Background: an optimization exercise with open tools, aiming at a short achievable clock period and few clock cycles. Do not read the settings as production practice. Function was checked by simulation only, so behaviour that the tests miss may differ from the original. Power and IR drop assume default switching activity.

**flow/config.mk**
```make
export PLATFORM = sky130hd
export DESIGN_NAME = cpu_top
export DESIGN_NICKNAME = cpu_top
export VERILOG_FILES = /design/flow/design.v
export SDC_FILE = /design/flow/constraint.sdc
export NUM_CORES = 4
export LEC_CHECK = 0
export ABC_CLOCK_PERIOD_IN_PS = 3000
export CAP_MARGIN = 20
export CORE_MARGIN = 2
export CORE_UTILIZATION = 40
export SETUP_SLACK_MARGIN = 5
export SLEW_MARGIN = 20
export SYNTH_MEMORY_MAX_BITS = 65536
export TNS_END_PERCENT = 100
```
**flow/run.sh**
```bash
#!/bin/bash
# synth_recipe.tcl (not shown) runs the flow's synth.tcl, then flattens the netlist and writes it again
# the make line also repeats each setting of config.mk as NAME=value (left out here)
make -C /OpenROAD-flow-scripts/flow DESIGN_CONFIG=/design/flow/config.mk WORK_HOME=/design/flow/orfs CLKGATE_MAP_FILE= SYNTH_SCRIPT=/design/flow/synth_recipe.tcl finish
```
**flow/design.v**
```verilog
`default_nettype none
package cpu_pkg;
    localparam int WORD_W = 16;   
    localparam int REG_AW = 4;    
    localparam logic [3:0] OP_ALU  = 4'h1;
    localparam logic [3:0] OP_LI   = 4'h2;
    localparam logic [3:0] OP_LW   = 4'h3;
    localparam logic [3:0] OP_SW   = 4'h4;
    localparam logic [3:0] OP_BEQ  = 4'h5;
    localparam logic [3:0] OP_JMP  = 4'h6;
    localparam logic [3:0] OP_HALT = 4'hF;
    localparam logic [3:0] ADD = 4'h0;
    localparam logic [3:0] SUB = 4'h1;
    localparam logic [3:0] AND = 4'h2;
    localparam logic [3:0] OR  = 4'h3;
    localparam logic [3:0] XOR = 4'h4;
    localparam logic [3:0] SLT = 4'h5;    
    localparam logic [1:0] FWD_REG = 2'd0;   
    localparam logic [1:0] FWD_EX  = 2'd1;   
    localparam logic [1:0] FWD_WB  = 2'd2;   
endpackage
`default_nettype wire
`timescale 1ns/1ns
`default_nettype none
module register_file (
    input  logic        clk,
    input  logic        rst,
    input  logic [3:0]  ra1,
    input  logic [3:0]  ra2,
    input  logic [3:0]  ra3,
    input  logic [3:0]  ra4,
    input  logic        we,
    input  logic [3:0]  wa,
    input  logic [15:0] wd,
    output logic [15:0] rd1,
    output logic [15:0] rd2,
    output logic [15:0] rd3,
    output logic [15:0] rd4
);
    logic [15:0] regs [16];
    assign rd1 = regs[ra1];
    assign rd2 = regs[ra2];
    assign rd3 = regs[ra3];
    assign rd4 = regs[ra4];
    always_ff @(posedge clk or posedge rst) begin
        if (rst) begin
            for (int i = 0; i < 16; i++) regs[i] <= '0;
        end else if (we) begin
            regs[wa] <= wd;
        end
    end
endmodule
`default_nettype wire
`timescale 1ns/1ns
`default_nettype none
module hazard_unit (
    input  logic [15:0] instr,
    input  logic [15:0] rd2,      
    output logic        we,       
    output logic        lw,
    output logic        sw,
    output logic        halt,
    output logic        sub,      
    output logic        radd,     
    output logic        rand_,
    output logic        ror,
    output logic        rxor,
    output logic        rslt,
    output logic        rli,
    output logic [5:0]  addr      
);
    logic [3:0] op;
    logic [3:0] fn;
    logic       alu;
    assign op  = instr[15:12];
    assign fn  = instr[3:0];
    assign alu = op == cpu_pkg::OP_ALU;
    assign we    = alu || op == cpu_pkg::OP_LI || op == cpu_pkg::OP_LW;
    assign lw    = op == cpu_pkg::OP_LW;
    assign sw    = op == cpu_pkg::OP_SW;
    assign halt  = op == cpu_pkg::OP_HALT;
    assign sub   = alu && (fn == cpu_pkg::SUB || fn == cpu_pkg::SLT);
    assign radd  = alu && (fn == cpu_pkg::ADD || fn == cpu_pkg::SUB || fn > cpu_pkg::SLT);
    assign rand_ = alu && fn == cpu_pkg::AND;
    assign ror   = alu && fn == cpu_pkg::OR;
    assign rxor  = alu && fn == cpu_pkg::XOR;
    assign rslt  = alu && fn == cpu_pkg::SLT;
    assign rli   = op == cpu_pkg::OP_LI;
    assign addr  = rd2[5:0] + {{2{fn[3]}}, fn};
endmodule
`default_nettype wire
`timescale 1ns/1ns
`default_nettype none
module cpu_top #(
    parameter int PROG_AW = 7,
    parameter int DATA_AW = 6
) (
    input  logic                          clk,
    input  logic                          rst,
    input  logic                          prog_we,
    input  logic [PROG_AW-1:0]            prog_addr,
    input  logic [cpu_pkg::WORD_W-1:0]    prog_data,
    output logic                          halted,
    output logic                          reg_wr_en,     
    output logic [cpu_pkg::REG_AW-1:0]    reg_wr_addr,
    output logic [cpu_pkg::WORD_W-1:0]    reg_wr_data,
    output logic                          mem_wr_en,     
    output logic [DATA_AW-1:0]            mem_wr_addr,
    output logic [cpu_pkg::WORD_W-1:0]    mem_wr_data
);
    localparam int F_NXT = 16;   
    localparam int F_BT  = 23;   
    localparam int F_BNT = 30;   
    localparam int PW    = 31;
    logic [PW-1:0]      pm [2**PROG_AW];
    logic [PW-1:0]      pw_new;
    logic [3:0]         n_op;
    logic [3:0]         n_fn;
    logic [PROG_AW-1:0] n_a1;
    logic [PROG_AW-1:0] n_bt;
    logic [PROG_AW-1:0] n_jt;
    logic               n_same;
    assign n_op   = prog_data[15:12];
    assign n_fn   = prog_data[3:0];
    assign n_a1   = prog_addr + PROG_AW'(1);
    assign n_bt   = n_a1 + {{(PROG_AW-4){n_fn[3]}}, n_fn};
    assign n_jt   = n_a1 + prog_data[PROG_AW-1:0];
    assign n_same = prog_data[11:8] == prog_data[7:4];
    assign pw_new[15:0]              = prog_data;
    assign pw_new[F_NXT +: PROG_AW]  = (n_op == cpu_pkg::OP_JMP) ? n_jt :
                                       (n_op == cpu_pkg::OP_BEQ && n_same) ? n_bt : n_a1;
    assign pw_new[F_BT +: PROG_AW]   = n_bt;
    assign pw_new[F_BNT]             = n_op == cpu_pkg::OP_BEQ && !n_same && n_fn != 4'd0;
    always_ff @(posedge clk) begin
        if (prog_we && rst)
            pm[prog_addr] <= pw_new;
    end
    localparam int PN = 2**PROG_AW;
    logic [PN-1:0]      pcs;          
    logic [PW-1:0]      fw;           
    logic [PW-1:0]      tw0;          
    logic [PW-1:0]      tw1;          
    logic               d_valid;
    logic [PW-1:0]      d_w;
    logic [PN-1:0]      d_bt1;        
    logic [PW-1:0]      alt_w;        
    logic [PN-1:0]      alt_nxt1;     
    logic               e_valid;
    logic               e_alt_ok;     
    logic               e_we, e_lw, e_sw, e_bnt, e_sub;
    logic               e_radd, e_rand, e_ror, e_rxor, e_rslt, e_rli;
    logic [3:0]         e_dst;
    logic [15:0]        e_a, e_b;
    logic               e_fwd_a, e_fwd_b;
    logic [DATA_AW-1:0] e_addr;
    logic [2**DATA_AW-1:0] e_addr1;   
    logic [7:0]         e_imm;
    logic [15:0] dmem [2**DATA_AW];
    always_comb begin
        fw  = '0;
        tw0 = '0;
        tw1 = '0;
        for (int i = 0; i < PN; i++) begin
            fw  = fw  | ({PW{pcs[i]}}      & pm[i]);
            tw0 = tw0 | ({PW{d_bt1[i]}}    & pm[i]);
            tw1 = tw1 | ({PW{alt_nxt1[i]}} & pm[i]);
        end
    end
    logic [PN-1:0] fw_nxt1, fw_bt1, tw0_nxt1, tw1_nxt1, tw1_bt1, e_bt1;
    logic [PROG_AW-1:0] e_bt;
    always_comb begin
        for (int i = 0; i < PN; i++) begin
            fw_nxt1[i]  = fw[F_NXT +: PROG_AW]  == PROG_AW'(i);
            fw_bt1[i]   = fw[F_BT +: PROG_AW]   == PROG_AW'(i);
            tw0_nxt1[i] = tw0[F_NXT +: PROG_AW] == PROG_AW'(i);
            tw1_nxt1[i] = tw1[F_NXT +: PROG_AW] == PROG_AW'(i);
            tw1_bt1[i]  = tw1[F_BT +: PROG_AW]  == PROG_AW'(i);
            e_bt1[i]    = e_bt == PROG_AW'(i);
        end
    end
    logic [15:0] rd1, rd2, ard1, ard2;
    logic        d_we, d_lw, d_sw, d_halt_op, d_sub;
    logic        d_radd, d_rand, d_ror, d_rxor, d_rslt, d_rli;
    logic [5:0]  d_addr;
    logic        a_we, a_lw, a_sw, a_halt, a_sub;
    logic        a_radd, a_rand, a_ror, a_rxor, a_rslt, a_rli;
    logic [5:0]  a_addr;
    hazard_unit u_dec (
        .instr (d_w[15:0]), .rd2 (rd2),
        .we (d_we), .lw (d_lw), .sw (d_sw), .halt (d_halt_op), .sub (d_sub),
        .radd (d_radd), .rand_ (d_rand), .ror (d_ror), .rxor (d_rxor),
        .rslt (d_rslt), .rli (d_rli), .addr (d_addr)
    );
    hazard_unit u_alt (
        .instr (alt_w[15:0]), .rd2 (ard2),
        .we (a_we), .lw (a_lw), .sw (a_sw), .halt (a_halt), .sub (a_sub),
        .radd (a_radd), .rand_ (a_rand), .ror (a_ror), .rxor (a_rxor),
        .rslt (a_rslt), .rli (a_rli), .addr (a_addr)
    );
    logic [3:0] d_r1, d_r2;
    logic       e_wr;
    logic       stall;        
    logic       taken;        
    logic       fast;         
    logic       slow;         
    logic       d_halt;       
    assign d_r1   = d_w[11:8];
    assign d_r2   = d_w[7:4];
    assign e_wr   = e_valid && e_we;
    assign stall  = d_valid && (d_lw || d_sw) && e_wr && e_dst == d_r2;
    assign d_halt = d_valid && d_halt_op && !taken;
    logic [15:0] a, b, bx, sum, ld, res;
    logic        eq, lt;
    assign a   = e_fwd_a ? reg_wr_data : e_a;
    assign b   = e_fwd_b ? reg_wr_data : e_b;
    assign bx  = e_sub ? ~b : b;
    assign sum = a + bx + {15'd0, e_sub};
    assign lt  = (a[15] != b[15]) ? a[15] : sum[15];
    always_comb begin
        ld = '0;
        for (int j = 0; j < 2**DATA_AW; j++)
            ld = ld | ({16{e_addr1[j]}} & dmem[j]);
    end
    assign eq  = a == b;
    assign res = ({16{e_radd}} & sum) |
                 ({16{e_rand}} & (a & b)) |
                 ({16{e_ror}}  & (a | b)) |
                 ({16{e_rxor}} & (a ^ b)) |
                 ({15'd0, e_rslt & lt}) |
                 ({16{e_rli}}  & {{8{e_imm[7]}}, e_imm}) |
                 ({16{e_lw}}   & ld);
    assign taken = e_valid && e_bnt && eq;
    assign fast  = taken && e_alt_ok;
    assign slow  = taken && !e_alt_ok;
    register_file u_regs (
        .clk (clk),
        .rst (rst),
        .ra1 (d_r1),
        .ra2 (d_r2),
        .ra3 (alt_w[11:8]),
        .ra4 (alt_w[7:4]),
        .we  (e_wr),
        .wa  (e_dst),
        .wd  (res),
        .rd1 (rd1),
        .rd2 (rd2),
        .rd3 (ard1),
        .rd4 (ard2)
    );
    always_ff @(posedge clk) begin
        for (int j = 0; j < 2**DATA_AW; j++)
            if (e_valid && e_sw && e_addr1[j])
                dmem[j] <= a;
    end
    logic [DATA_AW-1:0]    x_addr;
    logic [2**DATA_AW-1:0] x_addr1;
    assign x_addr = fast ? a_addr : d_addr;
    always_comb begin
        for (int j = 0; j < 2**DATA_AW; j++)
            x_addr1[j] = x_addr == DATA_AW'(j);
    end
    always_ff @(posedge clk or posedge rst) begin
        if (rst) begin
            pcs       <= PN'(1);
            d_valid   <= 1'b0;
            e_valid   <= 1'b0;
            halted    <= 1'b0;
            reg_wr_en <= 1'b0;
            mem_wr_en <= 1'b0;
        end else begin
            if (fast)
                pcs <= tw1_nxt1;
            else if (slow)
                pcs <= e_bt1;
            else if (!stall && !halted && !d_halt)
                pcs <= fw_nxt1;
            if (fast)
                d_valid <= !a_halt;
            else if (slow || halted || d_halt)
                d_valid <= 1'b0;
            else if (!stall)
                d_valid <= 1'b1;
            if (fast)
                e_valid <= !a_halt;
            else
                e_valid <= d_valid && !stall && !slow && !halted && !d_halt_op;
            if (d_halt || (fast && a_halt))
                halted <= 1'b1;
            reg_wr_en <= e_wr;
            mem_wr_en <= e_valid && e_sw;
        end
    end
    always_ff @(posedge clk) begin
        if (fast) begin
            d_w   <= tw1;
            d_bt1 <= tw1_bt1;
        end else if (!stall) begin
            d_w   <= fw;
            d_bt1 <= fw_bt1;
        end
        alt_w    <= tw0;
        alt_nxt1 <= tw0_nxt1;
        e_alt_ok <= !fast;
        if (fast) begin
            e_we    <= a_we;
            e_lw    <= a_lw;
            e_sw    <= a_sw;
            e_bnt   <= alt_w[F_BNT];
            e_sub   <= a_sub;
            e_radd  <= a_radd;
            e_rand  <= a_rand;
            e_ror   <= a_ror;
            e_rxor  <= a_rxor;
            e_rslt  <= a_rslt;
            e_rli   <= a_rli;
            e_dst   <= alt_w[11:8];
            e_a     <= ard1;
            e_b     <= ard2;
            e_fwd_a <= 1'b0;
            e_fwd_b <= 1'b0;
            e_imm   <= alt_w[7:0];
            e_bt    <= alt_w[F_BT +: PROG_AW];
        end else begin
            e_we    <= d_we;
            e_lw    <= d_lw;
            e_sw    <= d_sw;
            e_bnt   <= d_w[F_BNT];
            e_sub   <= d_sub;
            e_radd  <= d_radd;
            e_rand  <= d_rand;
            e_ror   <= d_ror;
            e_rxor  <= d_rxor;
            e_rslt  <= d_rslt;
            e_rli   <= d_rli;
            e_dst   <= d_r1;
            e_a     <= rd1;
            e_b     <= rd2;
            e_fwd_a <= e_wr && e_dst == d_r1;
            e_fwd_b <= e_wr && e_dst == d_r2;
            e_imm   <= d_w[7:0];
            e_bt    <= d_w[F_BT +: PROG_AW];
        end
        e_addr      <= x_addr;
        e_addr1     <= x_addr1;
        reg_wr_addr <= e_dst;
        reg_wr_data <= res;
        mem_wr_addr <= e_addr;
        mem_wr_data <= a;
    end
endmodule
`default_nettype wire
```
**flow/constraint.sdc**
```tcl
create_clock -name core_clock -period 8.6 [get_ports {clk}]
set_input_delay 1.7200 -clock core_clock [delete_from_list [all_inputs] [get_ports {clk}]]
set_output_delay 1.7200 -clock core_clock [all_outputs]
set_load 0.01 [all_outputs]
```
==> impl_metrics.json <==
{
  "routabilityCongestion": 1.32,
  "grt_first_pass_wirelength_um": 4450000,
  "hpwl_um": 2040000,
  "portBuffers": 70,
  "holdBufCountCts": 0,
  "htreeDepth": 6,
  "grt.overflow.total": 37300,
  "ys_ff_latch": 5862,
  "start_util": 0.401,
  "syn_nets": 18200,
  "cts_sinks": 5862,
  "async_flop_share": 0.0664,
  "stop_error": "[ERROR GRT-0116] Global routing finished with congestion. Check the congestion regions in the DRC Viewer.",
  "root_buffer": "clkbuf_16",
  "synth_top_family_by_area": "compound AO/OA/AOI/OAI gates",
  "grt_usage": 1.04,
  "die_w_um": 806,
  "yosysWarnings": 4,
  "synthSimpleGateAreaFrac": 0.0600,
  "numPlacedInstances": 26900,
  "synthMuxAreaShare": 0.00818,
  "synth-main-ff-cell": "edfxtp_1",
  "syn-instance-count": 18100,
  "pin_count": 71,
  "cts_buffers": 645,
  "stop_stage": "5_1_grt",
  "synth-compound-area-share": 0.239,
  "cts.path.max_buffers": 4,
  "yosysUniqueCellTypes": 90,
  "seq_area_frac_synth": 0.664,
  "status": "stopped before the end",
  "synth_edf_count": 5144,
  "synth_fa_ha_area_frac": 0.00347,
  "die_y_um": 806,
  "grt_pass1_vias": 333000,
  "synth-xor-area-share": 0.00225,
  "grt_max_degree": 167,
  "rows": 294,
  "pre_cts_slack_ps": 2080,
  "syn_area_per_cell_sq_um": 14.3,
  "syn_area_sq_mm": 0.257
}
## synth_stat cells (9+ instances only)
cell type  number  area (sq um)
a21o_1         19           143
a21oi_1       123           616
a221oi_1     2452         21500
a222oi_1       53           531
a22o_1       2509         22000
a22oi_1      1955         14700
a31oi_1        50           313
and2_1         12          75.1
and3_1        109           682
buf_1         290          1090
buf_2          33           165
buf_6          11           124
clkbuf_1     1206          4530
dfrtp_1       388          9710
dfxtp_1       329          6590
edfxtp_1     5144        154000
ha_1           65           813
inv_1          59           221
mux2_2        124          1400
mux2i_1        68           681
nand2_1       317          1190
nand2b_1       28           175
nand3_1       311          1560
nand4_1       938          5870
nor2_1        569          2140
nor2b_1        36           225
nor3_1        216          1080
nor4_1        182          1140
o21ai_0        45           225
o21ai_1        67           335
o221a_2         9           101
o22a_1         11          96.3
o41ai_1         9          78.8
or2_2          10          62.6
or3_1          11          68.8
or4_1          65           488
xnor2_1        47           412
xor2_1         19           166
## worst max path at each step
stage / start / to / slack, ps / depth (start not counted)
2_1_floorplan: rst / d_valid$_DFFE_PP0P_ / 1650 / 1
3_3_place_gp: prog_data[7] / pm[96][17]$_DFFE_PP_ / 1340 / 8
3_5_place_dp: prog_addr[0] / pm[118][22]$_DFFE_PP_ / 2080 / 13
4_1_cts: e_fwd_a$_SDFF_PP0_ / d_bt1[5]$_DFFE_PP_ / 4600 / 19
## routing by layer
| layer | GRT overflow | global-route usage |
|---|---|---|
| met3 | 6375 | 1.01 |
| met5 | 739 | 0.933 |
| met1 | 6915 | 1.01 |
| met4 | 6949 | 1.05 |
| met2 | 16400 | 1.10 |
## kinds of logic after synthesis
logic type,count (synthesis)
AOI/OAI and AO/OA,7392
buffers and inverters,1608
and+or+nand+nor,2868
muxes,194
xor gates and xnor gates,66
adders and majority gates,69
DFF,5862
## through the flow
stage	total power, uW	cell area (sq um)
floorplan	42300	258000
detailed placement	104000	281000
global placement	111000	280000
CTS	90600	321000
## power groups by stage
stage	registers, uW	logic [uW]	clock network [uW]
2_1_floorplan	33600	8690	0
4_1_cts	34200	26700	29700
3_5_place_dp	37800	66200	0
3_3_place_gp	38200	72700	0
## repair_timing
action                      CTS
pin swaps                   295
gates resized for setup    1701
setup buffers               999
setup endpoints to repair  6229
cloned                       45
Testbench counts, summed over its fixed seeds: cycles 36,775.
